This design comes from an exercise in tuning for small area on the open sky130 flow, not from production work. RTL that was checked went through simulation tests only; none was proved equivalent to the original. Power is estimated from default activity; no workload was simulated.

==> wip/ember: inputs <==
==> flow/design.v <==
package mw_writeback_pkg;
    localparam logic [1:0]  M2SEL_ALU    = 2'b00;
    localparam logic [1:0]  M2SEL_DM     = 2'b01;
    localparam logic [1:0]  M2SEL_PC8    = 2'b10;
    localparam logic [31:0] PC_RESET_VAL = 32'h0000_3000;
    localparam logic [31:0] NOP          = 32'h0;
endpackage
module grf (
    input  logic        i_clk,
    input  logic        i_reset,
    input  logic        i_we,
    input  logic [4:0]  i_waddr,
    input  logic [31:0] i_wdata,
    input  logic [31:0] i_pc,
    input  logic [4:0]  i_ra1,
    input  logic [4:0]  i_ra2,
    output logic [31:0] o_rd1,
    output logic [31:0] o_rd2
);
    logic [31:0] r_regs [32];
    logic        w_wr;
    assign w_wr = i_we && (i_waddr != 5'd0);
    always_ff @(posedge i_clk) begin
        if (i_reset) begin
            for (int i = 0; i < 32; i++) begin
                r_regs[i] <= '0;
            end
        end else if (w_wr) begin
            r_regs[i_waddr] <= i_wdata;
        end
    end
    always_comb begin
        o_rd1 = r_regs[i_ra1];
        if (i_ra1 == 5'd0) begin
            o_rd1 = '0;
        end else if (w_wr && (i_ra1 == i_waddr)) begin
            o_rd1 = i_wdata;
        end
    end
    always_comb begin
        o_rd2 = r_regs[i_ra2];
        if (i_ra2 == 5'd0) begin
            o_rd2 = '0;
        end else if (w_wr && (i_ra2 == i_waddr)) begin
            o_rd2 = i_wdata;
        end
    end
    logic w_unused_pc;
    assign w_unused_pc = ^i_pc;
endmodule
module mw_writeback #(
    parameter logic [31:0] PC_RESET = mw_writeback_pkg::PC_RESET_VAL
) (
    input  logic        clk,
    input  logic        reset,
    input  logic [31:0] instr_m,
    input  logic [31:0] pc_m,
    input  logic [31:0] alu_m,
    input  logic [31:0] dmrd_m,
    output logic [31:0] instr_w,
    output logic [31:0] pc_w,
    input  logic [4:0]  w_rfdst,
    input  logic        rfwr,
    input  logic [1:0]  m2sel,
    output logic [31:0] wd_w,
    input  logic [4:0]  ra1,
    input  logic [4:0]  ra2,
    output logic [31:0] rd1,
    output logic [31:0] rd2
);
    logic [31:0] r_instr;
    logic [31:0] r_pc;
    logic [31:0] r_alu;
    logic [31:0] r_dmrd;
    logic [31:0] w_wd;
    always_ff @(posedge clk) begin
        if (reset) begin
            r_instr <= mw_writeback_pkg::NOP;
            r_pc    <= PC_RESET;
            r_alu   <= '0;
            r_dmrd  <= '0;
        end else begin
            r_instr <= instr_m;
            r_pc    <= pc_m;
            r_alu   <= alu_m;
            r_dmrd  <= dmrd_m;
        end
    end
    always_comb begin
        w_wd = '0;
        case (m2sel)
            mw_writeback_pkg::M2SEL_ALU: w_wd = r_alu;
            mw_writeback_pkg::M2SEL_DM:  w_wd = r_dmrd;
            mw_writeback_pkg::M2SEL_PC8: w_wd = r_pc + 32'd8;
            default:   w_wd = '0;
        endcase
    end
    assign instr_w = r_instr;
    assign pc_w    = r_pc;
    assign wd_w    = w_wd;
    grf u_grf (
        .i_clk   (clk),
        .i_reset (reset),
        .i_we    (rfwr),
        .i_waddr (w_rfdst),
        .i_wdata (w_wd),
        .i_pc    (r_pc),
        .i_ra1   (ra1),
        .i_ra2   (ra2),
        .o_rd1   (rd1),
        .o_rd2   (rd2)
    );
endmodule
==> flow/run.sh <==
#!/bin/bash
# synth_recipe.tcl (not shown) runs the flow's synth.tcl, then flattens the netlist and writes it again
# the make line also repeats each setting of config.mk as NAME=value (left out here)
make -C /OpenROAD-flow-scripts/flow DESIGN_CONFIG=/design/flow/config.mk WORK_HOME=/design/flow/orfs CLKGATE_MAP_FILE= SYNTH_SCRIPT=/design/flow/synth_recipe.tcl finish
==> flow/config.mk <==
export PLATFORM = sky130hd
export DESIGN_NAME = mw_writeback
export DESIGN_NICKNAME = mw_writeback
export VERILOG_FILES = /design/flow/design.v
export SDC_FILE = /design/flow/constraint.sdc
export NUM_CORES = 4
export LEC_CHECK = 0
export CAP_MARGIN = 20
export CORE_MARGIN = 2
export CORE_UTILIZATION = 40
export PLACE_DENSITY = 0.6
export SLEW_MARGIN = 20
==> flow/constraint.sdc <==
create_clock -name core_clock -period 6.5 [get_ports {clk}]
set_input_delay 1.3000 -clock core_clock [delete_from_list [all_inputs] [get_ports {clk}]]
set_output_delay 1.3000 -clock core_clock [all_outputs]
set_load 0.01 [all_outputs]
==> wip/zinc (differences from wip/ember) <==
==> flow/design.v, changed modules only <==
module wb_inc8 (
    input  logic [31:0] i_a,
    output logic [31:0] o_y
);
    logic [32:3] w_c;
    always_comb begin
        w_c[3] = 1'b1;
        for (int i = 3; i < 32; i++) begin
            o_y[i]   = i_a[i] ^ w_c[i];
            w_c[i+1] = i_a[i] & w_c[i];
        end
        o_y[2:0] = i_a[2:0];
    end
endmodule
module grf_aoi222 (
    input  logic i_a0, i_b0, i_a1, i_b1, i_a2, i_b2,
    output logic o_y
);
    assign o_y = !((i_a0 & i_b0) | (i_a1 & i_b1) | (i_a2 & i_b2));
endmodule
module grf_aoi22 (
    input  logic i_a0, i_b0, i_a1, i_b1,
    output logic o_y
);
    assign o_y = !((i_a0 & i_b0) | (i_a1 & i_b1));
endmodule
module grf_nand11 (
    input  logic [10:0] i_x,
    output logic        o_y
);
    assign o_y = !(&i_x);
endmodule
module grf_rdport (
    input  logic [1023:0] i_data,    
    input  logic [31:0]   i_sel,     
    output logic [31:0]   o_rd
);
    for (genvar b = 0; b < 32; b++) begin : g_bit
        logic [10:0] w_t;
        for (genvar g = 0; g < 10; g++) begin : g_grp
            grf_aoi222 u_aoi (
                .i_a0(i_data[32*(3*g)   + b]), .i_b0(i_sel[3*g]),
                .i_a1(i_data[32*(3*g+1) + b]), .i_b1(i_sel[3*g+1]),
                .i_a2(i_data[32*(3*g+2) + b]), .i_b2(i_sel[3*g+2]),
                .o_y(w_t[g])
            );
        end
        grf_aoi22 u_aoi (
            .i_a0(i_data[32*30 + b]), .i_b0(i_sel[30]),
            .i_a1(i_data[32*31 + b]), .i_b1(i_sel[31]),
            .o_y(w_t[10])
        );
        grf_nand11 u_or (.i_x(w_t), .o_y(o_rd[b]));
    end
endmodule
module mw_writeback #(
    parameter logic [31:0] PC_RESET = mw_writeback_pkg::PC_RESET_VAL
) (
    input  logic        clk,
    input  logic        reset,
    input  logic [31:0] instr_m,
    input  logic [31:0] pc_m,
    input  logic [31:0] alu_m,
    input  logic [31:0] dmrd_m,
    output logic [31:0] instr_w,
    output logic [31:0] pc_w,
    input  logic [4:0]  w_rfdst,
    input  logic        rfwr,
    input  logic [1:0]  m2sel,
    output logic [31:0] wd_w,
    input  logic [4:0]  ra1,
    input  logic [4:0]  ra2,
    output logic [31:0] rd1,
    output logic [31:0] rd2
);
    logic [31:0] r_instr;
    logic [31:0] r_pc;
    logic [31:0] r_alu;
    logic [31:0] r_dmrd;
    logic        r_rst;
    logic [31:0] r_regs [1:31];    
    logic [31:0] w_wd;
    logic [31:0] w_pc8;
    logic        w_sel_alu, w_sel_dm, w_sel_pc8;
    always_ff @(posedge clk) begin
        r_rst  <= reset;
        r_alu  <= alu_m;
        r_dmrd <= dmrd_m;
        if (reset) begin
            r_instr <= mw_writeback_pkg::NOP;
            r_pc    <= PC_RESET;
        end else begin
            r_instr <= instr_m;
            r_pc    <= pc_m;
        end
    end
    wb_inc8 u_inc8 (.i_a(r_pc), .o_y(w_pc8));
    assign w_sel_alu = (m2sel == mw_writeback_pkg::M2SEL_ALU) && !r_rst;
    assign w_sel_dm  = (m2sel == mw_writeback_pkg::M2SEL_DM)  && !r_rst;
    assign w_sel_pc8 = (m2sel == mw_writeback_pkg::M2SEL_PC8);
    assign w_wd = ({32{w_sel_alu}} & r_alu)
                | ({32{w_sel_dm}}  & r_dmrd)
                | ({32{w_sel_pc8}} & w_pc8);
    assign instr_w = r_instr;
    assign pc_w    = r_pc;
    assign wd_w    = w_wd;
    logic [31:1] w_wen;       
    logic [31:0] w_sel1;      
    logic [31:0] w_sel2;
    logic [31:0] w_wdata_r;   
    logic [1023:0] w_rdata;   
    assign w_wdata_r = w_wd & {32{!reset}};
    always_comb begin
        w_sel1[0] = 1'b0;
        w_sel2[0] = 1'b0;
        for (int k = 1; k < 32; k++) begin
            w_wen[k]  = rfwr && (w_rfdst == 5'(k));
            w_sel1[k] = (ra1 == 5'(k)) && !w_wen[k];
            w_sel2[k] = (ra2 == 5'(k)) && !w_wen[k];
            w_sel1[0] = w_sel1[0] | ((ra1 == 5'(k)) && w_wen[k]);
            w_sel2[0] = w_sel2[0] | ((ra2 == 5'(k)) && w_wen[k]);
        end
    end
    always_ff @(posedge clk) begin
        for (int k = 1; k < 32; k++) begin
            if (reset || w_wen[k]) r_regs[k] <= w_wdata_r;
        end
    end
    always_comb begin
        w_rdata[31:0] = w_wd;
        for (int k = 1; k < 32; k++) w_rdata[32*k +: 32] = r_regs[k];
    end
    grf_rdport u_rd1 (.i_data(w_rdata), .i_sel(w_sel1), .o_rd(rd1));
    grf_rdport u_rd2 (.i_data(w_rdata), .i_sel(w_sel2), .o_rd(rd2));
endmodule
// module grf removed
- CTS_BUF_LIST: unset -> sky130_fd_sc_hd__clkbuf_8
- SYNTH_HIERARCHICAL: unset -> 1
==> wip/quartz (differences from wip/ember) <==
==> flow/design.v, changed modules only <==
module grf (
    input  logic        i_clk,
    input  logic        i_reset,
    input  logic        i_we,
    input  logic [4:0]  i_waddr,
    input  logic [31:0] i_wdata,
    input  logic [4:0]  i_ra1,
    input  logic [4:0]  i_ra2,
    output logic [31:0] o_rd1,
    output logic [31:0] o_rd2
);
    logic [31:0] r_regs [1:31];
    logic [31:1] w_wen;      
    logic [31:1] w_sel1;     
    logic [31:1] w_sel2;
    logic        w_byp1, w_byp2;
    logic [31:0] w_wdata_r;  
    assign w_wdata_r = i_wdata & {32{!i_reset}};
    always_comb begin
        w_byp1 = 1'b0;
        w_byp2 = 1'b0;
        for (int k = 1; k < 32; k++) begin
            w_wen[k]  = i_we && (i_waddr == 5'(k));
            w_sel1[k] = (i_ra1 == 5'(k)) && !w_wen[k];
            w_sel2[k] = (i_ra2 == 5'(k)) && !w_wen[k];
            w_byp1    = w_byp1 | ((i_ra1 == 5'(k)) && w_wen[k]);
            w_byp2    = w_byp2 | ((i_ra2 == 5'(k)) && w_wen[k]);
        end
    end
    always_ff @(posedge i_clk) begin
        for (int k = 1; k < 32; k++) begin
            if (i_reset || w_wen[k]) r_regs[k] <= w_wdata_r;
        end
    end
    always_comb begin
        o_rd1 = {32{w_byp1}} & i_wdata;
        o_rd2 = {32{w_byp2}} & i_wdata;
        for (int k = 1; k < 32; k++) begin
            o_rd1 = o_rd1 | ({32{w_sel1[k]}} & r_regs[k]);
            o_rd2 = o_rd2 | ({32{w_sel2[k]}} & r_regs[k]);
        end
    end
endmodule
module mw_writeback #(
    parameter logic [31:0] PC_RESET = mw_writeback_pkg::PC_RESET_VAL
) (
    input  logic        clk,
    input  logic        reset,
    input  logic [31:0] instr_m,
    input  logic [31:0] pc_m,
    input  logic [31:0] alu_m,
    input  logic [31:0] dmrd_m,
    output logic [31:0] instr_w,
    output logic [31:0] pc_w,
    input  logic [4:0]  w_rfdst,
    input  logic        rfwr,
    input  logic [1:0]  m2sel,
    output logic [31:0] wd_w,
    input  logic [4:0]  ra1,
    input  logic [4:0]  ra2,
    output logic [31:0] rd1,
    output logic [31:0] rd2
);
    logic [31:0] r_instr;
    logic [31:0] r_pc;
    logic [31:0] r_alu;
    logic [31:0] r_dmrd;
    logic        r_rst;
    logic [31:0] w_wd;
    logic [31:0] w_pc8;
    logic        w_sel_alu, w_sel_dm, w_sel_pc8;
    always_ff @(posedge clk) begin
        r_rst  <= reset;
        r_alu  <= alu_m;
        r_dmrd <= dmrd_m;
        if (reset) begin
            r_instr <= mw_writeback_pkg::NOP;
            r_pc    <= PC_RESET;
        end else begin
            r_instr <= instr_m;
            r_pc    <= pc_m;
        end
    end
    assign w_pc8     = r_pc + 32'd8;
    assign w_sel_alu = (m2sel == mw_writeback_pkg::M2SEL_ALU) && !r_rst;
    assign w_sel_dm  = (m2sel == mw_writeback_pkg::M2SEL_DM)  && !r_rst;
    assign w_sel_pc8 = (m2sel == mw_writeback_pkg::M2SEL_PC8);
    assign w_wd = ({32{w_sel_alu}} & r_alu)
                | ({32{w_sel_dm}}  & r_dmrd)
                | ({32{w_sel_pc8}} & w_pc8);
    assign instr_w = r_instr;
    assign pc_w    = r_pc;
    assign wd_w    = w_wd;
    grf u_grf (
        .i_clk   (clk),
        .i_reset (reset),
        .i_we    (rfwr),
        .i_waddr (w_rfdst),
        .i_wdata (w_wd),
        .i_ra1   (ra1),
        .i_ra2   (ra2),
        .o_rd1   (rd1),
        .o_rd2   (rd2)
    );
endmodule
==> summary.txt <==
- wip/quartz finished with negative setup slack left. wip/zinc ran to the end with violations: negative setup slack. wip/ember completed without violations.
- Against wip/quartz, the clock skew of wip/zinc is lower by 0.0051 ns.
- Of wip/ember and wip/zinc, wip/ember has the higher sequential cell count (gap 31).
- Sequential share of layout area, highest first: wip/zinc, wip/quartz, wip/ember.
- Power, lowest first: wip/zinc, wip/quartz, wip/ember.
- Synthesized cell count: wip/ember is larger than wip/quartz (about 26%).
- The highest combinational power belongs to wip/ember, the lowest to wip/zinc.
- Routed wire length: wip/quartz > wip/ember > wip/zinc.
- Clock power: wip/ember > wip/quartz > wip/zinc.
- The lowest register-to-register slack belongs to wip/zinc, the highest to wip/ember.
- Of wip/ember and wip/zinc, wip/ember has the higher synthesized area (gap 29%, measured against wip/zinc).
No functional check of the RTL was part of wip/ember and wip/zinc.

==> afterwards: timing with drivers on the ports <==
No port has a modelled driver above. Below, the same layouts with a new extraction and two added sets of constraints. Step 1 assumes that a clkbuf_16 drives the clock port and a buf_2 every other input. Step 2 adds t to the input delays and takes it off the output delays; t is the mean of the earliest and latest rising clock arrival at the registers after step 1. Input paths then give back, and output paths get back, about the clock's delay inside the block. a / b / c = ideal / step 1 / step 2; a / b = the first two.
run	t, ns	setup WS [ns]	worst setup path after step 2	cell pins on the clock port's net
wip/ember	0.848	0.171 / 0.148 / 0.148	input to output	1
wip/zinc	0.914	-1.821 / -1.888 / -0.973	register to output	1
wip/quartz	0.811	-0.016 / -0.047 / -0.047	input to output	1
The setup slack of wip/quartz, which loses most, moves by -0.031 ns with the drivers and by -0.031 ns with both steps.
